This design comes from an exercise in tuning for small area, a short achievable clock period and few clock cycles per item on the open sky130 flow, not from production work.
The RTL was checked by simulation tests, not by an equivalence proof against the original design.
No activity file was given, so power comes from the tool's default toggle rates.

// md2_digest_engine
module md2_digest_engine (
	input  logic               clk,
	input  logic               arst_n,
	input  logic               push,
	output logic               full,
	input  logic [9:0]         item,
	output logic               empty,
	input  logic               pop,
	output logic [127:0]       result
);
export LEC_CHECK = 0
export ABC_AREA = 1
export CAP_MARGIN = 20
export CORE_MARGIN = 2
export CORE_UTILIZATION = 50
export PLACE_DENSITY = 0.55
export SETUP_SLACK_MARGIN = 4.2
export SLEW_MARGIN = 20
create_clock -name core_clock -period 7.0 [get_ports {clk}]
standard.sh (not shown) runs the stock make flow with config.mk's settings and CLKGATE_MAP_FILE= SYNTH_SCRIPT=/design/flow/synth_recipe.tcl, a recipe that flattens the netlist after the stock synthesis.
==> flow/flow/run.sh <==
#!/bin/bash
# The standard layout (the standard.sh: the standard synthesis and ORFS
# from floorplan to finish), with one change: the buffers that placement puts
# on every input and output port are the platform's smallest plain buffer.
set -e
export BUFFER_PORTS_ARGS="-buffer_cell sky130_fd_sc_hd__buf_1"
bash standard.sh > standard.log 2>&1
Testbench counts at the start, summed over its fixed seeds: cycles 387,439, bytes 4,355.
Change:
--- a/flow/config.mk
+++ b/flow/config.mk
@@ -11,4 +11,4 @@
 export CORE_UTILIZATION = 50
 export PLACE_DENSITY = 0.55
-export SETUP_SLACK_MARGIN = 4.2
+export SETUP_SLACK_MARGIN = 4.1
 export SLEW_MARGIN = 20
What happened:
- die area is unchanged
- power fell by about 0.9%
- cell count is about the same
- synthesized cell count stays the same
- hold slack barely changes
Change:
--- a/flow/config.mk
+++ b/flow/config.mk
@@ -9,6 +9,6 @@
 export CAP_MARGIN = 20
 export CORE_MARGIN = 2
-export CORE_UTILIZATION = 50
-export PLACE_DENSITY = 0.55
-export SETUP_SLACK_MARGIN = 4.1
+export CORE_UTILIZATION = 45
+export PLACE_DENSITY = 0.5
+export SETUP_SLACK_MARGIN = 4.2
 export SLEW_MARGIN = 20
Outcome: The changed run finished clean. Clock skew went down by 0.0036 ns. Cell area went up by about 2%. Via count stays flat. Final cell count went up by 3.0%.
Change:
--- a/flow/config.mk
+++ b/flow/config.mk
@@ -9,5 +9,5 @@
 export CAP_MARGIN = 20
 export CORE_MARGIN = 2
-export CORE_UTILIZATION = 45
+export CORE_UTILIZATION = 40
 export PLACE_DENSITY = 0.5
 export SETUP_SLACK_MARGIN = 4.2
Sequential share of layout area came out lower by 0.17 points.
Cell area is about the same.
Routed wire length went up by 1.1%.
Sequential cell count does not change.
Fmax decreases by 0.53%.
Die area is higher by 12%.
Power stays flat.
Change:
--- a/flow/config.mk
+++ b/flow/config.mk
@@ -9,6 +9,6 @@
 export CAP_MARGIN = 20
 export CORE_MARGIN = 2
-export CORE_UTILIZATION = 40
-export PLACE_DENSITY = 0.5
+export CORE_UTILIZATION = 55
+export PLACE_DENSITY = 0.6
 export SETUP_SLACK_MARGIN = 4.2
 export SLEW_MARGIN = 20
What happened: Worst setup slack gains 0.026 ns; global-route usage climbs by 6.9 points; power drops by 2.6%; cell area falls by 2.0%; via count rose by 0.74%; critical path depth is higher by 3; worst hold slack gets worse by 0.0094 ns.
Change:
--- a/flow/config.mk
+++ b/flow/config.mk
@@ -9,6 +9,6 @@
 export CAP_MARGIN = 20
 export CORE_MARGIN = 2
-export CORE_UTILIZATION = 55
-export PLACE_DENSITY = 0.6
-export SETUP_SLACK_MARGIN = 4.2
+export CORE_UTILIZATION = 50
+export PLACE_DENSITY = 0.55
+export SETUP_SLACK_MARGIN = 4.3
 export SLEW_MARGIN = 20
The changed run ran to the end with no violations; worst hold slack improved by 0.0063 ns; fmax stays flat; setup slack improved by 0.0064 ns.

---

job 9799:
md2_digest_engine, a different RTL version from the one above (not shown whole).
Size: about 1,700 cells after synthesis, about 600 flip-flops.
export LEC_CHECK = 0
export CAP_MARGIN = 20
export CORE_MARGIN = 2
export CORE_UTILIZATION = 40
export CTS_CLUSTER_SIZE = 30
export SETUP_SLACK_MARGIN = 4.0
export SLEW_MARGIN = 20
create_clock -name core_clock -period 7.0 [get_ports {clk}]
Scripts as last shown in full above: flow/flow/run.sh
Job 9799 | status: complete | timing, DRC, antenna: pass
Testbench counts of job 9799, summed over its fixed seeds: cycles 387,439, bytes 4,355.
diff inputs: job 9799 => job 3752
# job 9799
export LEC_CHECK = 0
export CAP_MARGIN = 20
export CORE_MARGIN = 2
export CORE_UTILIZATION = 40
export CTS_CLUSTER_SIZE = 30
export SETUP_SLACK_MARGIN = 4.0
export SLEW_MARGIN = 20
create_clock -name core_clock -period 7.0 [get_ports {clk}]
# job 3752
export LEC_CHECK = 0
export CAP_MARGIN = 20
export CORE_MARGIN = 2
export CORE_UTILIZATION = 40
export SETUP_SLACK_MARGIN = 4.4
export SLEW_MARGIN = 20
create_clock -name core_clock -period 7.0 [get_ports {clk}]
Findings:
Job 3752 reports its critical-path cell with the highest stage delay as dfrtp_1 while job 9799 reports clkinvlp_2. Job 3752 vs job 9799 — proportion of cell area spent on the clock network dropped 0.24 points. [compare] base=job 9799 new=job 3752: total routed wirelength saw an increase; maximum achievable frequency saw an increase; part of the power in combinational logic saw an increase.
--- input diff job 3752..job 1244 ---
# job 3752
export LEC_CHECK = 0
export CAP_MARGIN = 20
export CORE_MARGIN = 2
export CORE_UTILIZATION = 40
export SETUP_SLACK_MARGIN = 4.4
export SLEW_MARGIN = 20
create_clock -name core_clock -period 7.0 [get_ports {clk}]
# job 1244
export LEC_CHECK = 0
export CAP_MARGIN = 20
export CORE_MARGIN = 2
export CORE_UTILIZATION = 40
export SETUP_SLACK_MARGIN = 4.0
export SLEW_MARGIN = 20
create_clock -name core_clock -period 7.0 [get_ports {clk}]
==> flow/run.sh (new file) <==
#!/bin/bash
# synth_recipe.tcl (not shown) runs the flow's synth.tcl, then flattens the netlist and writes it again
# the make line also repeats each setting of config.mk as NAME=value (left out here)
make -C /OpenROAD-flow-scripts/flow DESIGN_CONFIG=/design/flow/config.mk WORK_HOME=/design/flow/orfs CLKGATE_MAP_FILE= SYNTH_SCRIPT=/design/flow/synth_recipe.tcl finish
removed: flow/flow/run.sh
removed: flow/standard.sh
## What came out
Going from job 3752 to job 1244, largest fanout of any net on the critical path grows by 5.
Job 1244 vs job 3752 — power dissipated in the clock network climbed by a few percent
After detailed routing, job 3752 needs more wire than job 1244.
Looking at placer's final routability congestion estimate across job 1244 and job 3752, the one that comes out lower is job 3752.
Looking at combinational power across job 1244 and job 3752, the one that comes out lower is job 1244.
Of job 1244 and job 3752, the lower total buffers and inverters traversed by the critical path belongs to job 3752.
Lower portion of total power attributed to combinational logic among job 1244 and job 3752: job 1244
When the final numbers for job 1244 and job 3752 were put side by side, the data arrival time at the worst-slack endpoint turned out to be greater in job 1244.
Post-CTS resize count: job 1244 vs job 3752 down 143
Job 1244 vs. job 3752: internal power component -8.5%; setup slack -88 ps.
For job 206, these inputs were changed with respect to job 1244:
# job 1244
export LEC_CHECK = 0
export CAP_MARGIN = 20
export CORE_MARGIN = 2
export CORE_UTILIZATION = 40
export SETUP_SLACK_MARGIN = 4.0
export SLEW_MARGIN = 20
create_clock -name core_clock -period 7.0 [get_ports {clk}]
# job 206
export LEC_CHECK = 0
export CAP_MARGIN = 20
export CORE_MARGIN = 2
export CORE_UTILIZATION = 40
export CTS_BUF_LIST = sky130_fd_sc_hd__clkbuf_8
export SETUP_SLACK_MARGIN = 4.0
export SLEW_MARGIN = 20
create_clock -name core_clock -period 7.0 [get_ports {clk}]
==> flow/flow/run.sh (new file) <==
#!/bin/bash
# The standard layout (the standard.sh: the standard synthesis and ORFS
# from floorplan to finish), with one change: the buffers that placement puts
# on every input and output port are the platform's smallest plain buffer.
set -e
export BUFFER_PORTS_ARGS="-buffer_cell sky130_fd_sc_hd__buf_1"
bash standard.sh > standard.log 2>&1
==> flow/standard.sh (new file) <==
#!/bin/bash
# synth_recipe.tcl (not shown) runs the flow's synth.tcl, then flattens the netlist and writes it again
# the make line also repeats each setting of config.mk as NAME=value (left out here)
make -C /OpenROAD-flow-scripts/flow DESIGN_CONFIG=/design/flow/config.mk WORK_HOME=/design/flow/orfs CLKGATE_MAP_FILE= SYNTH_SCRIPT=/design/flow/synth_recipe.tcl "${@:-finish}"
removed: flow/run.sh
Final sequential cell count came out exactly the same in job 1244 and job 206. Depth of the critical timing path with buffers and inverters included for job 206 is lower than for job 1244. Start point of the critical path = u_core.sreg_q[1]$_DFF_P_: job 1244; start point of the critical path = u_core.sreg_q[0]$_DFF_P_: job 206. Going from job 1244 to job 206, switching power summed over all nets now larger, actual slew at the worst max-slew pin dropped 48 ps. Taking job 1244 as the reference, in job 206 layout buffer count excluding clock buffers rose 2.8%, hold slack rose 22 ps, utilization fell 2.1 points, worst slack at placement fell 49 ps, total power draw fell about 3.3%. Cmp job 206 vs job 1244: final instance area lower in job 206.

---

md2_digest_engine, a different RTL version from the one above (not shown whole).
Size in the first run: about 590 flip-flops, roughly 140 I/O pins, about 20000 um^2 of cells after synthesis.
Settings: LEC_CHECK=0, CAP_MARGIN=20, CORE_MARGIN=2, CORE_UTILIZATION=40, PLACE_DENSITY=0.5, SETUP_SLACK_MARGIN=4.2, SLEW_MARGIN=20; clock period 7.0 ns.
==> flow/flow/run.sh <==
#!/bin/bash
# The standard layout (the standard.sh: the standard synthesis and ORFS
# from floorplan to finish), with one change: the buffers that placement puts
# on every input and output port are the platform's smallest plain buffer.
set -e
export BUFFER_PORTS_ARGS="-buffer_cell sky130_fd_sc_hd__buf_1"
bash standard.sh > standard.log 2>&1
The baseline completed without violations.
Testbench counts at the start, summed over its fixed seeds: cycles 387,439, bytes 4,355.
Next try:
- SETUP_SLACK_MARGIN: 4.2 -> 4.0
Power decreases by 2.5%.
Routed wire length fell by about 3.5%.
Clock skew goes down by 0.0079 ns.
Setup slack loses 0.16 ns.
Die area is unchanged.
Core utilization falls by 1.0 points.
Next try:
- PLACE_DENSITY: 0.5 -> default
- SETUP_SLACK_MARGIN: 4.0 -> 4.3
Clock-buffer cell count stays the same.
Cell area is higher by 5.6%.
Non-clock buffer count is higher by 68.
Via count is higher by 5.0%.
Global-route usage is higher by 1.4 points.
Next try:
- SETUP_SLACK_MARGIN: 4.3 -> 4.1
Effect:
- The changed run completed without violations
- synthesized area does not change
- final area falls by a few percent
- flip-flop and latch count is unchanged
- sequential share of layout area grows by 1.9 points
- worst setup slack loses 0.071 ns
- maximum frequency is lower by a few percent

---

Starting RTL as in the previous note.
// md2_digest_engine
module md2_digest_engine (
	input  logic               clk,
	input  logic               arst_n,
	input  logic               push,
	output logic               full,
	input  logic [9:0]         item,
	output logic               empty,
	input  logic               pop,
	output logic [127:0]       result
);
==> flow/config.mk <==
export PLATFORM = sky130hd
export DESIGN_NAME = md2_digest_engine
export DESIGN_NICKNAME = md2_digest_engine
export VERILOG_FILES = /design/flow/design.v
export SDC_FILE = /design/flow/constraint.sdc
export NUM_CORES = 4
export LEC_CHECK = 0
export ABC_AREA = 1
export CAP_MARGIN = 20
export CORE_MARGIN = 2
export CORE_UTILIZATION = 40
export PLACE_DENSITY = 0.5
export SETUP_SLACK_MARGIN = 4.4
export SLEW_MARGIN = 20
==> flow/constraint.sdc <==
create_clock -name core_clock -period 7.0 [get_ports {clk}]
set_input_delay 1.4000 -clock core_clock [delete_from_list [all_inputs] [get_ports {clk}]]
set_output_delay 1.4000 -clock core_clock [all_outputs]
set_load 0.01 [all_outputs]
Scripts as last shown in full above: flow/flow/run.sh
Testbench counts at the start, summed over its fixed seeds: cycles 387,439, bytes 4,355.
Next try:
Settings changed: SETUP_SLACK_MARGIN 4.4 to 4.0.
Effect: Fmax came out lower by a few percent; final cell count came out lower slightly; clock skew hardly moves; via count came out lower by a few percent; register-to-register slack is worse by 310 ps.
Next try:
Settings changed: SETUP_SLACK_MARGIN 4.0 to 4.2.
Result:
- total power increases slightly
- worst setup slack improves by 99 ps
- routed wire length increases slightly
- sequential share of layout area decreases by 0.48 points
- global-route usage increases by 0.16 points
- design area increases slightly
- critical path depth is unchanged
- combinational power increases by a few percent
- cell count increases slightly
- first-iteration DRC count increases by a few percent
- maximum frequency increases by a few percent
Next try:
Settings changed: ABC_AREA 1 to not set, PLACE_DENSITY 0.5 to not set.
What happened: Setup slack degrades by 20 ps. Cell area rises by 4.0%. Clock-buffer cell count falls by 1. Clock power falls by about 5%. Die area rises by 1.2%. Non-clock buffer count rises by 49. Synthesized cell count falls by 13%. Routed wire length rises by 3.6%.

---

before:
md2_digest_engine with an RTL version that a note above also has.
Size: ~1700 cells after synthesis, ~600 flip-flops, ~140 I/O pins, about 21000 um^2 of cells after synthesis.
Settings: LEC_CHECK=0, CAP_MARGIN=20, CORE_MARGIN=2, CORE_UTILIZATION=40, CTS_BUF_LIST=sky130_fd_sc_hd__clkbuf_4 sky130_fd_sc_hd__clkbuf_8, SETUP_SLACK_MARGIN=4.0, SLEW_MARGIN=20; clock period 7.0 ns.
Scripts as last shown in full above: flow/flow/run.sh
Testbench counts of before, summed over its fixed seeds: cycles 387,439, bytes 4,355.
The inputs of after differ from those of before as listed below.
Settings: CTS_BUF_LIST: sky130_fd_sc_hd__clkbuf_4 sky130_fd_sc_hd__clkbuf_8 -> unset.
[summary]
The lower share of cell area taken by flip-flops and latches of before and after is in before. after ends up with lower global-route wire length before repair than before does. The placer's final routability congestion estimate of before and that of after are within noise of each other. Delta (after minus before): power shows a reduction of 0.076 mW; final cell area excluding filler cells shows a reduction of about 1.1%.

-- re-timing with driven ports --
The flow's constraints put no driver on any port. The routed layouts listed below were extracted and timed again, unchanged, in two steps.
Step 1 sets driving cells, clkbuf_16 on the clock port and buf_2 on the other inputs (assumed; they add their load-dependent delay and slew).
Step 2, shift: input delay + t, output delay - t, t = (earliest + latest rising clock arrival at the registers) / 2. This alone moves slack from input paths to output paths.
Three values: no drivers, after step 1, after step 2; two values: the first two.
run	t (ns)	setup WS [ns]	worst hold slack (ns)	clock arrival spread, ns
the first run of note 1	0.645	4.182 / 4.125 / 3.750	0.313 / 0.313 / 0.313	0.031 / 0.031
the second run of note 1	0.645	4.167 / 4.111 / 3.756	0.312 / 0.312 / 0.312	0.032 / 0.031
the third run of note 1	0.655	4.163 / 4.109 / 3.811	0.313 / 0.313 / 0.313	0.027 / 0.027
the fourth run of note 1	0.675	4.148 / 4.090 / 3.757	0.318 / 0.318 / 0.318	0.020 / 0.020
the fifth run of note 1	0.649	4.174 / 4.122 / 3.818	0.308 / 0.308 / 0.308	0.027 / 0.027
the sixth run of note 1	0.645	4.180 / 4.123 / 3.827	0.314 / 0.314 / 0.314	0.030 / 0.031
job 9799	0.656	4.016 / 3.988 / 4.016	0.311 / 0.311 / 0.311	0.032 / 0.032
job 3752	0.651	4.042 / 3.981 / 4.061	0.299 / 0.299 / 0.299	0.041 / 0.040
job 1244	0.654	3.954 / 3.926 / 3.954	0.290 / 0.290 / 0.290	0.053 / 0.052
job 206	0.716	3.961 / 3.936 / 3.961	0.312 / 0.312 / 0.312	0.039 / 0.039
the first run of note 3	0.645	4.188 / 4.133 / 3.781	0.314 / 0.314 / 0.314	0.038 / 0.038
the second run of note 3	0.642	4.027 / 4.007 / 3.604	0.309 / 0.309 / 0.309	0.027 / 0.028
the third run of note 3	0.645	4.155 / 4.132 / 3.735	0.315 / 0.315 / 0.315	0.038 / 0.037
the fourth run of note 3	0.655	4.084 / 4.084 / 3.652	0.316 / 0.316 / 0.316	0.033 / 0.033
the first run of note 4	0.656	4.198 / 4.140 / 3.874	0.318 / 0.318 / 0.318	0.016 / 0.016
the second run of note 4	0.653	4.092 / 4.035 / 3.616	0.319 / 0.319 / 0.319	0.014 / 0.015
the third run of note 4	0.655	4.191 / 4.133 / 3.688	0.319 / 0.319 / 0.319	0.015 / 0.016
the fourth run of note 4	0.651	4.171 / 4.117 / 3.663	0.320 / 0.320 / 0.320	0.037 / 0.036
before	0.719	3.971 / 3.930 / 3.971	0.315 / 0.315 / 0.315	0.031 / 0.032
after	0.656	4.016 / 3.988 / 4.016	0.311 / 0.311 / 0.311	0.032 / 0.032
After both steps setup and hold are still met in every run listed. For the fourth run of note 4, which loses most, drivers alone change the setup slack by -0.054 ns; drivers and shift together by -0.508 ns.
